This is an optimization exercise on Yosys and OpenROAD, whose aim is a short achievable clock period and few clock cycles per item, not a production implementation. At most, simulation tests tie the RTL to the original design; equivalence was not proved. Power is estimated from default activity; no workload was simulated.

==> flow/design.v <==
`default_nettype none
module req_credit_fifo #(
    parameter int ADDR_W = 6,
    parameter int DATA_W = 32,
    parameter int LANES  = DATA_W / 8,
    parameter int DEPTH  = 2 ** ADDR_W
) (
    input  logic              clk,
    input  logic              rst,
    input  logic              req_valid,
    input  logic [ADDR_W-1:0] req_addr,
    input  logic [LANES-1:0]  req_be,
    input  logic [DATA_W-1:0] req_wdata,
    output logic              s_valid,    
    output logic [DEPTH-1:0]  s_sel,      
    output logic [LANES-1:0]  s_be,       
    output logic [DATA_W-1:0] s_wdata
);
    always_ff @(posedge clk) begin
        for (int i = 0; i < DEPTH; i++) begin
            s_sel[i] <= (req_addr == ADDR_W'(i));
        end
        s_be    <= req_be & {LANES{req_valid}};
        s_wdata <= req_wdata;
    end
    always_ff @(posedge clk) begin
        if (rst) begin
            s_valid <= 1'b0;
        end else begin
            s_valid <= req_valid;
        end
    end
endmodule
`default_nettype wire
`default_nettype none
module wbe_sram #(
    parameter int ADDR_W = 6,
    parameter int DATA_W = 32,
    parameter int LANES  = DATA_W / 8,
    parameter int DEPTH  = 2 ** ADDR_W,
    parameter int GROUPS = 4
) (
    input  logic                     clk,
    input  logic [DEPTH-1:0]         sel,
    input  logic [LANES-1:0]         be,
    input  logic [DATA_W-1:0]        wdata,
    output logic [GROUPS*DATA_W-1:0] part
);
    localparam int PER_GROUP = DEPTH / GROUPS;
    logic [DATA_W-1:0] words [DEPTH];    
    for (genvar w = 0; w < DEPTH; w++) begin : g_word
        for (genvar l = 0; l < LANES; l++) begin : g_lane
            always_ff @(posedge clk) begin
                if (sel[w] && be[l]) begin
                    words[w][l*8 +: 8] <= wdata[l*8 +: 8];
                end
            end
        end
    end
    always_ff @(posedge clk) begin
        for (int g = 0; g < GROUPS; g++) begin
            logic [DATA_W-1:0] acc;
            acc = '0;
            for (int k = 0; k < PER_GROUP; k++) begin
                acc = acc | ({DATA_W{sel[g*PER_GROUP + k]}} & words[g*PER_GROUP + k]);
            end
            part[g*DATA_W +: DATA_W] <= acc;
        end
    end
endmodule
`default_nettype wire
`default_nettype none
module mem_issue_ctrl #(
    parameter int RSP_CREDITS = 2,
    parameter int DATA_W      = 32,
    parameter int GROUPS      = 4,
    parameter int QDEPTH      = 3
) (
    input  logic                     clk,
    input  logic                     rst,
    input  logic                     s_valid,    
    input  logic [GROUPS*DATA_W-1:0] part,       
    input  logic                     rsp_credit,
    output logic                     req_credit,
    output logic                     rsp_valid,
    output logic [DATA_W-1:0]        rsp_rdata
);
    localparam int CNT_W = $clog2(RSP_CREDITS + 1);
    localparam int QN_W  = $clog2(QDEPTH + 1);
    logic              r_valid;                  
    logic [DATA_W-1:0] r_data;
    logic              head_wait;                
    logic [DATA_W-1:0] head_keep;                
    logic [DATA_W-1:0] head_nxt;
    logic [DATA_W-1:0] q_data [QDEPTH];          
    logic [QN_W-1:0]   q_cnt;
    logic [CNT_W-1:0]  slots_left;               
    logic              head_free;
    logic              head_valid_nxt;
    logic              send_nxt;
    always_comb begin
        r_data = '0;
        for (int g = 0; g < GROUPS; g++) begin
            r_data = r_data | part[g*DATA_W +: DATA_W];
        end
    end
    assign head_free      = !head_wait;
    assign head_valid_nxt = head_wait || (q_cnt != '0) || r_valid;
    assign send_nxt       = head_valid_nxt && ((slots_left != '0) || rsp_credit);
    assign req_credit = rsp_valid;
    assign head_nxt = (q_cnt != '0) ? q_data[0] : r_data;
    always_ff @(posedge clk) begin
        rsp_rdata <= head_free ? head_nxt : head_keep;
        if (head_free && head_valid_nxt) begin
            head_keep <= head_nxt;
        end
        for (int k = 0; k < QDEPTH; k++) begin
            if (head_free && q_cnt != '0) begin
                if (r_valid && q_cnt == QN_W'(k + 1)) begin
                    q_data[k] <= r_data;
                end else if (k + 1 < QDEPTH) begin
                    q_data[k] <= q_data[k + 1];
                end
            end else if (!head_free && r_valid && q_cnt == QN_W'(k)) begin
                q_data[k] <= r_data;
            end
        end
    end
    always_ff @(posedge clk) begin
        if (rst) begin
            r_valid    <= 1'b0;
            head_wait  <= 1'b0;
            q_cnt      <= '0;
            slots_left <= CNT_W'(RSP_CREDITS);
            rsp_valid  <= 1'b0;
        end else begin
            r_valid    <= s_valid;
            head_wait  <= head_valid_nxt && !send_nxt;
            if (head_free) begin
                if (q_cnt != '0 && !r_valid) q_cnt <= q_cnt - 1'b1;
            end else if (r_valid) begin
                q_cnt <= q_cnt + 1'b1;
            end
            slots_left <= slots_left + CNT_W'(rsp_credit) - CNT_W'(send_nxt);
            rsp_valid  <= send_nxt;
        end
    end
endmodule
`default_nettype wire
`default_nettype none
module wbe_mem_top #(
    parameter int ADDR_W      = 6,
    parameter int DATA_W      = 32,
    parameter int REQ_DEPTH   = 4,
    parameter int RSP_CREDITS = 2,
    parameter int LANES       = DATA_W / 8
) (
    input  logic              clk,
    input  logic              rst,
    input  logic              req_valid,
    input  logic [ADDR_W-1:0] req_addr,
    input  logic [LANES-1:0]  req_be,
    input  logic [DATA_W-1:0] req_wdata,
    input  logic              rsp_credit,
    output logic              req_credit,
    output logic              rsp_valid,
    output logic [DATA_W-1:0] rsp_rdata
);
    localparam int DEPTH  = 2 ** ADDR_W;
    localparam int GROUPS = 4;
    logic                     s_valid;
    logic [DEPTH-1:0]         s_sel;
    logic [LANES-1:0]         s_be;
    logic [DATA_W-1:0]        s_wdata;
    logic [GROUPS*DATA_W-1:0] part;
    req_credit_fifo #(
        .ADDR_W (ADDR_W),
        .DATA_W (DATA_W)
    ) u_fifo (
        .clk       (clk),
        .rst       (rst),
        .req_valid (req_valid),
        .req_addr  (req_addr),
        .req_be    (req_be),
        .req_wdata (req_wdata),
        .s_valid   (s_valid),
        .s_sel     (s_sel),
        .s_be      (s_be),
        .s_wdata   (s_wdata)
    );
    wbe_sram #(
        .ADDR_W (ADDR_W),
        .DATA_W (DATA_W),
        .GROUPS (GROUPS)
    ) u_sram (
        .clk   (clk),
        .sel   (s_sel),
        .be    (s_be),
        .wdata (s_wdata),
        .part  (part)
    );
    mem_issue_ctrl #(
        .RSP_CREDITS (RSP_CREDITS),
        .DATA_W      (DATA_W),
        .GROUPS      (GROUPS),
        .QDEPTH      (REQ_DEPTH - 1)
    ) u_ctrl (
        .clk        (clk),
        .rst        (rst),
        .s_valid    (s_valid),
        .part       (part),
        .rsp_credit (rsp_credit),
        .req_credit (req_credit),
        .rsp_valid  (rsp_valid),
        .rsp_rdata  (rsp_rdata)
    );
endmodule
`default_nettype wire
clock: 4.3 ns
lec_check: 0
abc_clock_period_in_ps: 2000
cap_margin: 20
core_margin: 2
core_utilization: 65
cts_cluster_diameter: 100
cts_cluster_size: 28
place_density: 0.75
setup_slack_margin: 2.5
slew_margin: 20
run.sh (not shown) runs the stock make flow with config.mk's settings and CLKGATE_MAP_FILE= SYNTH_SCRIPT=/design/flow/synth_recipe.tcl, a recipe that flattens the netlist after the stock synthesis.
Testbench counts at the start, summed over its fixed seeds: cycles 4,120, items 4,096.
Rerun with:
--- a/flow/design.v
+++ b/flow/design.v
@@ -13,16 +13,22 @@
     input  logic [DATA_W-1:0] req_wdata,
     output logic              s_valid,    
     output logic [DEPTH-1:0]  s_sel,      
     output logic [LANES-1:0]  s_be,       
-    output logic [DATA_W-1:0] s_wdata
-);
+    output logic [DATA_W-1:0] s_wdata,
+    output logic [LANES-1:0]  f_be,       
+    output logic [DATA_W-1:0] f_wdata     
+);
+    logic [ADDR_W-1:0] s_addr;
     always_ff @(posedge clk) begin
         for (int i = 0; i < DEPTH; i++) begin
             s_sel[i] <= (req_addr == ADDR_W'(i));
         end
+        s_addr  <= req_addr;
         s_be    <= req_be & {LANES{req_valid}};
         s_wdata <= req_wdata;
+        f_be    <= (req_addr == s_addr) ? s_be : '0;
+        f_wdata <= s_wdata;
     end
     always_ff @(posedge clk) begin
         if (rst) begin
             s_valid <= 1'b0;
@@ -43,12 +49,14 @@
     input  logic                     clk,
     input  logic [DEPTH-1:0]         sel,
     input  logic [LANES-1:0]         be,
     input  logic [DATA_W-1:0]        wdata,
+    input  logic [ADDR_W-1:0]        raddr,
     output logic [GROUPS*DATA_W-1:0] part
 );
     localparam int PER_GROUP = DEPTH / GROUPS;
     logic [DATA_W-1:0] words [DEPTH];    
+    logic [DEPTH-1:0]  rsel;
     for (genvar w = 0; w < DEPTH; w++) begin : g_word
         for (genvar l = 0; l < LANES; l++) begin : g_lane
             always_ff @(posedge clk) begin
                 if (sel[w] && be[l]) begin
@@ -56,14 +64,19 @@
                 end
             end
         end
     end
+    always_comb begin
+        for (int i = 0; i < DEPTH; i++) begin
+            rsel[i] = (raddr == ADDR_W'(i));
+        end
+    end
     always_ff @(posedge clk) begin
         for (int g = 0; g < GROUPS; g++) begin
             logic [DATA_W-1:0] acc;
             acc = '0;
             for (int k = 0; k < PER_GROUP; k++) begin
-                acc = acc | ({DATA_W{sel[g*PER_GROUP + k]}} & words[g*PER_GROUP + k]);
+                acc = acc | ({DATA_W{rsel[g*PER_GROUP + k]}} & words[g*PER_GROUP + k]);
             end
             part[g*DATA_W +: DATA_W] <= acc;
         end
     end
@@ -79,16 +92,19 @@
     input  logic                     clk,
     input  logic                     rst,
     input  logic                     s_valid,    
     input  logic [GROUPS*DATA_W-1:0] part,       
+    input  logic [DATA_W/8-1:0]      f_be,       
+    input  logic [DATA_W-1:0]        f_wdata,
     input  logic                     rsp_credit,
     output logic                     req_credit,
     output logic                     rsp_valid,
     output logic [DATA_W-1:0]        rsp_rdata
 );
     localparam int CNT_W = $clog2(RSP_CREDITS + 1);
     localparam int QN_W  = $clog2(QDEPTH + 1);
     logic              r_valid;                  
+    logic [DATA_W-1:0] r_read;
     logic [DATA_W-1:0] r_data;
     logic              head_wait;                
     logic [DATA_W-1:0] head_keep;                
     logic [DATA_W-1:0] head_nxt;
@@ -98,13 +114,17 @@
     logic              head_free;
     logic              head_valid_nxt;
     logic              send_nxt;
     always_comb begin
-        r_data = '0;
+        r_read = '0;
         for (int g = 0; g < GROUPS; g++) begin
-            r_data = r_data | part[g*DATA_W +: DATA_W];
-        end
-    end
+            r_read = r_read | part[g*DATA_W +: DATA_W];
+        end
+        for (int l = 0; l < DATA_W / 8; l++) begin
+            r_data[l*8 +: 8] = f_be[l] ? f_wdata[l*8 +: 8] : r_read[l*8 +: 8];
+        end
+    end
+    assign r_valid = s_valid;
     assign head_free      = !head_wait;
     assign head_valid_nxt = head_wait || (q_cnt != '0) || r_valid;
     assign send_nxt       = head_valid_nxt && ((slots_left != '0) || rsp_credit);
     assign req_credit = rsp_valid;
@@ -127,15 +147,13 @@
         end
     end
     always_ff @(posedge clk) begin
         if (rst) begin
-            r_valid    <= 1'b0;
             head_wait  <= 1'b0;
             q_cnt      <= '0;
             slots_left <= CNT_W'(RSP_CREDITS);
             rsp_valid  <= 1'b0;
         end else begin
-            r_valid    <= s_valid;
             head_wait  <= head_valid_nxt && !send_nxt;
             if (head_free) begin
                 if (q_cnt != '0 && !r_valid) q_cnt <= q_cnt - 1'b1;
             end else if (r_valid) begin
@@ -166,13 +184,15 @@
     output logic              rsp_valid,
     output logic [DATA_W-1:0] rsp_rdata
 );
     localparam int DEPTH  = 2 ** ADDR_W;
-    localparam int GROUPS = 4;
+    localparam int GROUPS = 8;
     logic                     s_valid;
     logic [DEPTH-1:0]         s_sel;
     logic [LANES-1:0]         s_be;
     logic [DATA_W-1:0]        s_wdata;
+    logic [LANES-1:0]         f_be;
+    logic [DATA_W-1:0]        f_wdata;
     logic [GROUPS*DATA_W-1:0] part;
     req_credit_fifo #(
         .ADDR_W (ADDR_W),
         .DATA_W (DATA_W)
@@ -185,9 +205,11 @@
         .req_wdata (req_wdata),
         .s_valid   (s_valid),
         .s_sel     (s_sel),
         .s_be      (s_be),
-        .s_wdata   (s_wdata)
+        .s_wdata   (s_wdata),
+        .f_be      (f_be),
+        .f_wdata   (f_wdata)
     );
     wbe_sram #(
         .ADDR_W (ADDR_W),
         .DATA_W (DATA_W),
@@ -196,8 +218,9 @@
         .clk   (clk),
         .sel   (s_sel),
         .be    (s_be),
         .wdata (s_wdata),
+        .raddr (req_addr),
         .part  (part)
     );
     mem_issue_ctrl #(
         .RSP_CREDITS (RSP_CREDITS),
@@ -208,8 +231,10 @@
         .clk        (clk),
         .rst        (rst),
         .s_valid    (s_valid),
         .part       (part),
+        .f_be       (f_be),
+        .f_wdata    (f_wdata),
         .rsp_credit (rsp_credit),
         .req_credit (req_credit),
         .rsp_valid  (rsp_valid),
         .rsp_rdata  (rsp_rdata)
Outcome: Clock skew rose by 0.033 ns. Sequential power rose by about 6%. Setup slack got worse by 0.011 ns. Routed wire length rose by 33%. Clock-buffer cell count rose by 10. Clock power rose by about 7%. Sequential share of layout area fell by 5.9 points. Combinational power fell by 4.8%. Hold slack got worse by 0.16 ns. Fmax fell by 0.53%. Power rose by 5.0%.
Function not checked in the second run of this note: the RTL went through the layout flow alone.

==> port drivers added, routing unchanged <==
How much do the figures lean on ideal ports? The routed layouts below were timed once more, with nothing changed but the port constraints. Step 1 (the two cells are an assumption about what drives the block):
set clk [get_ports {clk}]
set_driving_cell -lib_cell sky130_fd_sc_hd__clkbuf_16 $clk
set_driving_cell -lib_cell sky130_fd_sc_hd__buf_2 [delete_from_list [all_inputs] $clk]
Step 2, shift: input delay + t, output delay - t, t = (earliest + latest rising clock arrival at the registers) / 2. This alone moves slack from input paths to output paths. Slacks: no drivers / after step 1 / after step 2; pairs: no drivers / after step 1.
| run | t, ns | slack for setup (ns) | worst data-port slew with drivers (ns) | cell pins on the clock port's net |
|---|---|---|---|---|
| the first run | 0.839 | 2.207 / 2.126 / 1.597 | 0.19 | 1 |
| the second run | 0.843 | 2.196 / 2.116 / 1.455 | 0.25 | 1 |
After both steps every run listed still meets setup and hold. The setup slack of the second run, which loses most, moves by -0.080 ns with the drivers and by -0.741 ns with both steps.
